This design comes from an exercise in tuning for small area on the open sky130 flow, not from production work. Function was checked by simulation only, so behaviour that the tests miss may differ from the original. Power figures rest on the tool's default switching activity, not on a simulated workload.

==> v13: inputs <==
Design archive_toc_keystream_xor_core, start of the top module:
module archive_toc_keystream_xor_core (
    input  logic                            i_clk,
    input  logic                            i_rst_n,
    input  logic                            i_in_valid,
    output logic                            o_in_ready,
    input  logic [7:0]                      i_in_data,
    input  logic                            i_in_run_start,
    input  logic                            i_in_last,
    output logic                            o_out_valid,
    input  logic                            i_out_ready,
    output logic [7:0]                      o_out_data,
    output logic                            o_out_last,
    input  logic                            i_cfg_we,
    input  logic [atkx_pkg::CFG_IDX_W-1:0]  i_cfg_idx,
    input  logic [atkx_pkg::CFG_DATA_W-1:0] i_cfg_data
);
==> flow/config.mk <==
export PLATFORM = sky130hd
export DESIGN_NAME = archive_toc_keystream_xor_core
export DESIGN_NICKNAME = archive_toc_keystream_xor_core
export VERILOG_FILES = /design/flow/design.v
export SDC_FILE = /design/flow/constraint.sdc
export NUM_CORES = 4
export LEC_CHECK = 0
export CAP_MARGIN = 20
export CORE_MARGIN = 2
export CORE_UTILIZATION = 40
export SLEW_MARGIN = 20
export SYNTH_HIERARCHICAL = 1
==> flow/constraint.sdc <==
create_clock -name core_clock -period 25.0 [get_ports {i_clk}]
set_input_delay 5.0000 -clock core_clock [delete_from_list [all_inputs] [get_ports {i_clk}]]
set_output_delay 5.0000 -clock core_clock [all_outputs]
set_load 0.01 [all_outputs]
standard.sh (not shown) runs the stock make flow with config.mk's settings and CLKGATE_MAP_FILE= SYNTH_SCRIPT=/design/flow/synth_recipe.tcl, a recipe that flattens the netlist after the stock synthesis.
==> flow/flow/run.sh <==
#!/bin/bash
# The standard layout (the standard.sh, its synthesis unchanged) with two
# settings changed: ports are buffered with buf_1 instead of the larger
# default buffer, and the clock tree uses clkbuf_8 leaf clusters of up to 20
# sinks without dummy loads. The make output goes to flow.log; each ORFS
# step's own log is under orfs/logs.
set -euo pipefail
bash standard.sh \
  "BUFFER_PORTS_ARGS=-buffer_cell sky130_fd_sc_hd__buf_1" \
  "CTS_ARGS=-sink_clustering_enable -repair_clock_nets -dont_use_dummy_load -buf_list sky130_fd_sc_hd__clkbuf_8 -sink_clustering_size 20 -sink_clustering_max_diameter 60" \
  finish > flow.log 2>&1
==> inputs of v38, as changes to v13 <==
==> flow/run.sh (new file) <==
#!/bin/bash
# synth_recipe.tcl (not shown) runs the flow's synth.tcl, then flattens the netlist and writes it again
# the make line also repeats each setting of config.mk as NAME=value (left out here)
make -C /OpenROAD-flow-scripts/flow DESIGN_CONFIG=/design/flow/config.mk WORK_HOME=/design/flow/orfs CLKGATE_MAP_FILE= SYNTH_SCRIPT=/design/flow/synth_recipe.tcl finish
removed: flow/flow/run.sh
removed: flow/standard.sh
==> metrics.md <==
| Metric | Value |
|---|---|
| Outcome | finished clean |
| Drt pass-1 iters | 10 |
| GRT Util Overall | 0.237 |
| CP Depth | 33 |
| Part of the cycle the worst path needs | 0.659 |
| CTS clk-pin slew, worst paths | 0.09 ns |
| Global-route wire length before repair | 64500 µm |
| Worst EP required | 25.32 ns |
| Crit. Startpoint | i_cfg_data[17] |
| Worst-Skew Late Latency | 0.61 ns |
| Clk pwr share | 0.134 |
| Vias after detailed routing | 9845 |
| Multi-input logic portion of the cell area | 0.321 |
| Setup WS post-layout | 8.52 ns |
| Clock Skews | 0.0536 ns |
| Met3 Track Usage GR | 0.0417 |
| Post-layout power | 0.00182 W |
The numbers above come from v13.

==> metrics.md <==
| Metric | Value |
|---|---|
| Outcome | finished clean |
| Worst-Skew Late Latency | 0.53 ns |
| Global-route wire length before repair | 66000 µm |
| CTS clk-pin slew, worst paths | 0.06 ns |
| Worst EP required | 25.26 ns |
| Met3 Track Usage GR | 0.0457 |
| Crit. Startpoint | i_cfg_data[3] |
| Part of the cycle the worst path needs | 0.676 |
| Drt pass-1 iters | 9 |
| Vias after detailed routing | 10000 |
| Setup WS post-layout | 8.10 ns |
| Clk pwr share | 0.244 |
The numbers above come from v38.


* * *

==> inputs of v3 <==
archive_toc_keystream_xor_core, a different RTL version from the one above (not shown whole).
==> flow/config.mk <==
export PLATFORM = sky130hd
export DESIGN_NAME = archive_toc_keystream_xor_core
export DESIGN_NICKNAME = archive_toc_keystream_xor_core
export VERILOG_FILES = /design/flow/design.v
export SDC_FILE = /design/flow/constraint.sdc
export NUM_CORES = 4
export LEC_CHECK = 0
export CAP_MARGIN = 20
export CORE_MARGIN = 2
export CORE_UTILIZATION = 40
export GPL_TIMING_DRIVEN = 0
export SLEW_MARGIN = 20
export SYNTH_HIERARCHICAL = 1
==> flow/constraint.sdc <==
create_clock -name core_clock -period 25.0 [get_ports {i_clk}]
set_input_delay 5.0000 -clock core_clock [delete_from_list [all_inputs] [get_ports {i_clk}]]
set_output_delay 5.0000 -clock core_clock [all_outputs]
set_load 0.01 [all_outputs]
==> flow/flow/run.sh <==
#!/bin/bash
# The standard layout (the standard.sh, its synthesis unchanged) with two
# settings changed: ports are buffered with buf_1 instead of the larger
# default buffer, and the clock tree uses clkbuf_8 leaf clusters of up to 16
# sinks without dummy loads. The make output goes to flow.log; each ORFS
# step's own log is under orfs/logs.
set -euo pipefail
bash standard.sh \
  "BUFFER_PORTS_ARGS=-buffer_cell sky130_fd_sc_hd__buf_1" \
  "CTS_ARGS=-sink_clustering_enable -repair_clock_nets -dont_use_dummy_load -buf_list sky130_fd_sc_hd__clkbuf_8 -sink_clustering_size 16 -sink_clustering_max_diameter 50" \
  finish > flow.log 2>&1
==> v34 (differences from v3) <==
--- a/flow/design.v
+++ b/flow/design.v
@@ -42,17 +42,10 @@
     input  logic b2,
     output logic y
 );
     assign y = ~((a1 & a2) | (b1 & b2));
 endmodule
-module atkx_nor2 (
-    input  logic a,
-    input  logic b,
-    output logic y
-);
-    assign y = ~(a | b);
-endmodule
 module atkx_ao22 (
     input  logic a1,
     input  logic a2,
     input  logic b1,
     input  logic b2,
@@ -108,91 +101,92 @@
     atkx_fa u_m_w27 (.a(i_v[13]), .b(~i_v[27]), .c(m_w26), .s(m_w27), .co(m_w28));
     logic m_w29;
     assign m_w29 = m_w28;
     logic m_w30;
     logic m_w31;
-    atkx_fa u_m_w30 (.a(m_w1), .b(m_w11), .c(~m_w15), .s(m_w30), .co(m_w31));
+    atkx_fa u_m_w30 (.a(m_w1), .b(m_w11), .c(~m_w17), .s(m_w30), .co(m_w31));
     logic m_w32;
     logic m_w33;
-    atkx_fa u_m_w32 (.a(m_w19), .b(~m_w29), .c(i_v[28]), .s(m_w32), .co(m_w33));
+    atkx_fa u_m_w32 (.a(~m_w29), .b(i_v[28]), .c(m_w30), .s(m_w32), .co(m_w33));
     logic m_w34;
     logic m_w35;
-    atkx_ha u_m_w34 (.a(m_w30), .b(m_w32), .s(m_w34), .co(m_w35));
+    atkx_fa u_m_w34 (.a(m_w3), .b(m_w11), .c(m_w13), .s(m_w34), .co(m_w35));
     logic m_w36;
     logic m_w37;
-    atkx_fa u_m_w36 (.a(m_w3), .b(m_w11), .c(m_w13), .s(m_w36), .co(m_w37));
+    atkx_fa u_m_w36 (.a(~m_w19), .b(m_w23), .c(~m_w25), .s(m_w36), .co(m_w37));
     logic m_w38;
     logic m_w39;
-    atkx_fa u_m_w38 (.a(m_w19), .b(m_w23), .c(~m_w25), .s(m_w38), .co(m_w39));
+    atkx_fa u_m_w38 (.a(m_w27), .b(i_v[29]), .c(m_w31), .s(m_w38), .co(m_w39));
     logic m_w40;
     logic m_w41;
-    atkx_fa u_m_w40 (.a(m_w27), .b(i_v[29]), .c(m_w31), .s(m_w40), .co(m_w41));
+    atkx_fa u_m_w40 (.a(m_w33), .b(m_w34), .c(m_w36), .s(m_w40), .co(m_w41));
     logic m_w42;
     logic m_w43;
-    atkx_fa u_m_w42 (.a(m_w33), .b(m_w35), .c(m_w36), .s(m_w42), .co(m_w43));
+    assign m_w42 = ~(m_w38 ^ m_w40);
+    assign m_w43 = m_w38 | m_w40;
     logic m_w44;
     logic m_w45;
-    atkx_fa u_m_w44 (.a(m_w38), .b(m_w40), .c(m_w42), .s(m_w44), .co(m_w45));
+    atkx_fa u_m_w44 (.a(m_w5), .b(m_w13), .c(m_w15), .s(m_w44), .co(m_w45));
     logic m_w46;
     logic m_w47;
-    atkx_fa u_m_w46 (.a(m_w5), .b(m_w13), .c(~m_w21), .s(m_w46), .co(m_w47));
+    atkx_fa u_m_w46 (.a(~m_w17), .b(~m_w21), .c(~m_w25), .s(m_w46), .co(m_w47));
     logic m_w48;
     logic m_w49;
-    atkx_fa u_m_w48 (.a(~m_w25), .b(m_w27), .c(i_v[30]), .s(m_w48), .co(m_w49));
+    atkx_fa u_m_w48 (.a(m_w27), .b(i_v[30]), .c(m_w35), .s(m_w48), .co(m_w49));
     logic m_w50;
     logic m_w51;
     atkx_fa u_m_w50 (.a(m_w37), .b(m_w39), .c(m_w41), .s(m_w50), .co(m_w51));
     logic m_w52;
     logic m_w53;
-    atkx_fa u_m_w52 (.a(m_w43), .b(m_w45), .c(m_w46), .s(m_w52), .co(m_w53));
+    atkx_fa u_m_w52 (.a(m_w43), .b(m_w44), .c(m_w46), .s(m_w52), .co(m_w53));
     logic m_w54;
     logic m_w55;
     atkx_fa u_m_w54 (.a(m_w48), .b(m_w50), .c(m_w52), .s(m_w54), .co(m_w55));
     logic m_w56;
     logic m_w57;
-    atkx_fa u_m_w56 (.a(m_w7), .b(m_w17), .c(m_w27), .s(m_w56), .co(m_w57));
+    atkx_fa u_m_w56 (.a(m_w7), .b(m_w15), .c(~m_w19), .s(m_w56), .co(m_w57));
     logic m_w58;
     logic m_w59;
-    atkx_fa u_m_w58 (.a(i_v[31]), .b(m_w47), .c(m_w49), .s(m_w58), .co(m_w59));
+    atkx_fa u_m_w58 (.a(m_w27), .b(i_v[31]), .c(m_w45), .s(m_w58), .co(m_w59));
     logic m_w60;
     logic m_w61;
-    atkx_fa u_m_w60 (.a(m_w51), .b(m_w53), .c(m_w55), .s(m_w60), .co(m_w61));
+    atkx_fa u_m_w60 (.a(m_w47), .b(m_w49), .c(m_w51), .s(m_w60), .co(m_w61));
     logic m_w62;
     logic m_w63;
-    atkx_fa u_m_w62 (.a(m_w56), .b(m_w58), .c(m_w60), .s(m_w62), .co(m_w63));
+    atkx_fa u_m_w62 (.a(m_w53), .b(m_w55), .c(m_w56), .s(m_w62), .co(m_w63));
     logic m_w64;
     logic m_w65;
-    atkx_fa u_m_w64 (.a(m_w9), .b(~m_w15), .c(m_w17), .s(m_w64), .co(m_w65));
+    atkx_fa u_m_w64 (.a(m_w58), .b(m_w60), .c(m_w62), .s(m_w64), .co(m_w65));
     logic m_w66;
     logic m_w67;
-    atkx_fa u_m_w66 (.a(m_w19), .b(~m_w21), .c(m_w23), .s(m_w66), .co(m_w67));
+    atkx_fa u_m_w66 (.a(m_w9), .b(~m_w21), .c(m_w23), .s(m_w66), .co(m_w67));
     logic m_w68;
     logic m_w69;
     atkx_fa u_m_w68 (.a(~m_w25), .b(m_w57), .c(m_w59), .s(m_w68), .co(m_w69));
     logic m_w70;
     logic m_w71;
-    atkx_fa u_m_w70 (.a(m_w61), .b(m_w63), .c(m_w64), .s(m_w70), .co(m_w71));
+    atkx_fa u_m_w70 (.a(m_w61), .b(m_w63), .c(m_w65), .s(m_w70), .co(m_w71));
     logic m_w72;
     logic m_w73;
     atkx_fa u_m_w72 (.a(m_w66), .b(m_w68), .c(m_w70), .s(m_w72), .co(m_w73));
     logic m_w74;
     logic m_w75;
-    atkx_fa u_m_w74 (.a(m_w65), .b(m_w67), .c(m_w69), .s(m_w74), .co(m_w75));
+    atkx_fa u_m_w74 (.a(m_w67), .b(m_w69), .c(m_w71), .s(m_w74), .co(m_w75));
     logic m_w76;
     logic m_w77;
-    atkx_fa u_m_w76 (.a(m_w71), .b(m_w73), .c(m_w74), .s(m_w76), .co(m_w77));
+    atkx_ha u_m_w76 (.a(m_w73), .b(m_w74), .s(m_w76), .co(m_w77));
     logic m_w78;
     logic m_w79;
     atkx_ha u_m_w78 (.a(m_w75), .b(m_w77), .s(m_w78), .co(m_w79));
     logic m_w80;
     assign m_w80 = m_w79;
     logic m_w81;
     logic m_w82;
-    atkx_ha u_m_w81 (.a(m_w34), .b(m_w76), .s(m_w81), .co(m_w82));
+    atkx_ha u_m_w81 (.a(m_w32), .b(m_w76), .s(m_w81), .co(m_w82));
     logic m_w83;
     logic m_w84;
-    atkx_fa u_m_w83 (.a(m_w44), .b(m_w76), .c(m_w78), .s(m_w83), .co(m_w84));
+    atkx_fa u_m_w83 (.a(m_w42), .b(m_w76), .c(m_w78), .s(m_w83), .co(m_w84));
     logic m_w85;
     logic m_w86;
     atkx_ha u_m_w85 (.a(m_w82), .b(m_w83), .s(m_w85), .co(m_w86));
     logic m_w87;
     logic m_w88;
@@ -200,28 +194,38 @@
     logic m_w89;
     logic m_w90;
     atkx_fa u_m_w89 (.a(m_w84), .b(m_w86), .c(m_w87), .s(m_w89), .co(m_w90));
     logic m_w91;
     logic m_w92;
-    atkx_fa u_m_w91 (.a(m_w62), .b(m_w80), .c(m_w88), .s(m_w91), .co(m_w92));
+    atkx_fa u_m_w91 (.a(m_w64), .b(m_w80), .c(m_w88), .s(m_w91), .co(m_w92));
     logic m_w93;
     logic m_w94;
     atkx_ha u_m_w93 (.a(m_w90), .b(m_w91), .s(m_w93), .co(m_w94));
     logic m_w95;
     logic m_w96;
     atkx_fa u_m_w95 (.a(m_w72), .b(m_w92), .c(m_w94), .s(m_w95), .co(m_w96));
     logic m_w97;
     assign m_w97 = m_w96;
+    logic m_w98;
     logic m_w99;
-    atkx_ha u_m_w98 (.a(m_w81), .b(m_w97), .s(o_r[0]), .co(m_w99));
+    atkx_ha u_m_w98 (.a(m_w81), .b(m_w97), .s(m_w98), .co(m_w99));
+    logic m_w100;
     logic m_w101;
-    atkx_fa u_m_w100 (.a(m_w85), .b(m_w97), .c(m_w99), .s(o_r[1]), .co(m_w101));
+    atkx_fa u_m_w100 (.a(m_w85), .b(m_w97), .c(m_w99), .s(m_w100), .co(m_w101));
+    logic m_w102;
     logic m_w103;
-    atkx_ha u_m_w102 (.a(m_w89), .b(m_w101), .s(o_r[2]), .co(m_w103));
+    atkx_ha u_m_w102 (.a(m_w89), .b(m_w101), .s(m_w102), .co(m_w103));
+    logic m_w104;
     logic m_w105;
-    atkx_ha u_m_w104 (.a(m_w93), .b(m_w103), .s(o_r[3]), .co(m_w105));
-    assign o_r[4] = m_w95 ^ m_w105;
+    atkx_ha u_m_w104 (.a(m_w93), .b(m_w103), .s(m_w104), .co(m_w105));
+    logic m_w106;
+    assign m_w106 = m_w95 ^ m_w105;
+    assign o_r[0] = m_w98;
+    assign o_r[1] = m_w100;
+    assign o_r[2] = m_w102;
+    assign o_r[3] = m_w104;
+    assign o_r[4] = m_w106;
 endmodule
 `timescale 1ns / 1ps
 module atkx_idx (
     input  logic       i_run_start,
     input  logic       i_start_v,
@@ -274,46 +278,36 @@
 module atkx_dec32 (
     input  logic [4:0]  i_addr,
     input  logic [3:0]  i_vld,
     output logic [31:0] o_sel
 );
-    logic [3:0] wn;
-    logic [7:0] bn;
+    logic [3:0] w;
+    logic [7:0] b;
     always_comb begin
         for (int i = 0; i < 4; i++) begin
-            wn[i] = !((i_addr[4:3] == 2'(i)) && i_vld[i]);
+            w[i] = (i_addr[4:3] == 2'(i)) && i_vld[i];
         end
         for (int i = 0; i < 8; i++) begin
-            bn[i] = !(i_addr[2:0] == 3'(i));
+            b[i] = (i_addr[2:0] == 3'(i));
+        end
+        for (int i = 0; i < 32; i++) begin
+            o_sel[i] = w[i / 8] && b[i % 8];
         end
-    end
-    for (genvar i = 0; i < 32; i++) begin : g_sel
-        atkx_nor2 u_nor (.a(wn[i / 8]), .b(bn[i % 8]), .y(o_sel[i]));
     end
 endmodule
 module atkx_dec29 (
     input  logic [4:0]  i_addr,
     input  logic [3:0]  i_vld,
     output logic [28:0] o_sel
 );
-    logic [3:0]  wn;
-    logic [7:0]  bn;
-    logic [2:0]  d;
+    logic [31:0] d;
     always_comb begin
-        for (int i = 0; i < 4; i++) begin
-            wn[i] = !((i_addr[4:3] == 2'(i)) && i_vld[i]);
-        end
-        for (int i = 0; i < 8; i++) begin
-            bn[i] = !(i_addr[2:0] == 3'(i));
+        for (int i = 0; i < 32; i++) begin
+            d[i] = (i_addr == 5'(i)) && i_vld[(i % 29) / 8];
         end
-    end
-    for (genvar i = 0; i < 29; i++) begin : g_d
-        if (i < 3) begin : g_fold
-            atkx_nor2 u_nor (.a(wn[i / 8]), .b(bn[i % 8]), .y(d[i]));
-            assign o_sel[i] = d[i] || (i_addr == 5'(29 + i) && i_vld[0]);
-        end else begin : g_sel
-            atkx_nor2 u_nor (.a(wn[i / 8]), .b(bn[i % 8]), .y(o_sel[i]));
+        for (int i = 0; i < 29; i++) begin
+            o_sel[i] = (i < 3) ? (d[i] || d[i + 29]) : d[i];
         end
     end
 endmodule
 module atkx_or32 (
     input  logic [31:0] i_sel,
==> qor summary <==
quantity	v34	v3
Run status	complete, no violations	complete, no violations
Starting utilization of the core area	40.3%	40.7%
Floorplan core area	35300 um2	34700 um2
Sum of met3 wire segment lengths after detailed routing	6030 um	4350 um
Vias in the first global route	9365	9197
Syn nets	1023	1010
Final design instance area without fill	15800 um2	15600 um2
Met2 global-route usage	39.3%	38.0%
Register-to-Register Path Depth	25	24
Worst Path Required	25.39 ns	25.34 ns
Min Clock Period, post-route	17.37 ns	18.17 ns
Detailed-route wire length on metal 1	16900 um	16800 um
Non-clock buffer share of cell area	3.43%	2.99%

port drivers added, routing unchanged:
Ports are ideal in the flow. The routed layouts listed here were re-timed in OpenROAD.
Step 1: set_driving_cell puts a clkbuf_16 on i_clk and a buf_2 on each other input, an assumption about the parent block.
Step 2 adds t to the input delays and takes it off the output delays; t is the mean of the earliest and latest rising clock arrival at the registers after step 1. Input paths then give back, and output paths get back, about the clock's delay inside the block.
Three values: no drivers, after step 1, after step 2; two values: the first two.
| run | t (ns) | setup slack, ns | worst setup path at the end | worst data-port slew with drivers (ns) |
|---|---|---|---|---|
| v13 | 0.625 | 8.520 / 8.533 / 7.908 | input to register | 0.06 |
| v38 | 0.566 | 8.104 / 8.118 / 7.552 | input to register | 0.05 |
| v3 | 0.647 | 6.828 / 6.851 / 6.204 | input to register | 0.04 |
| v34 | 0.655 | 7.625 / 7.644 / 6.989 | input to register | 0.05 |
After both steps every run listed still meets setup and hold. The setup slack of v34, which loses most, moves by +0.019 ns with the drivers and by -0.636 ns with both steps.
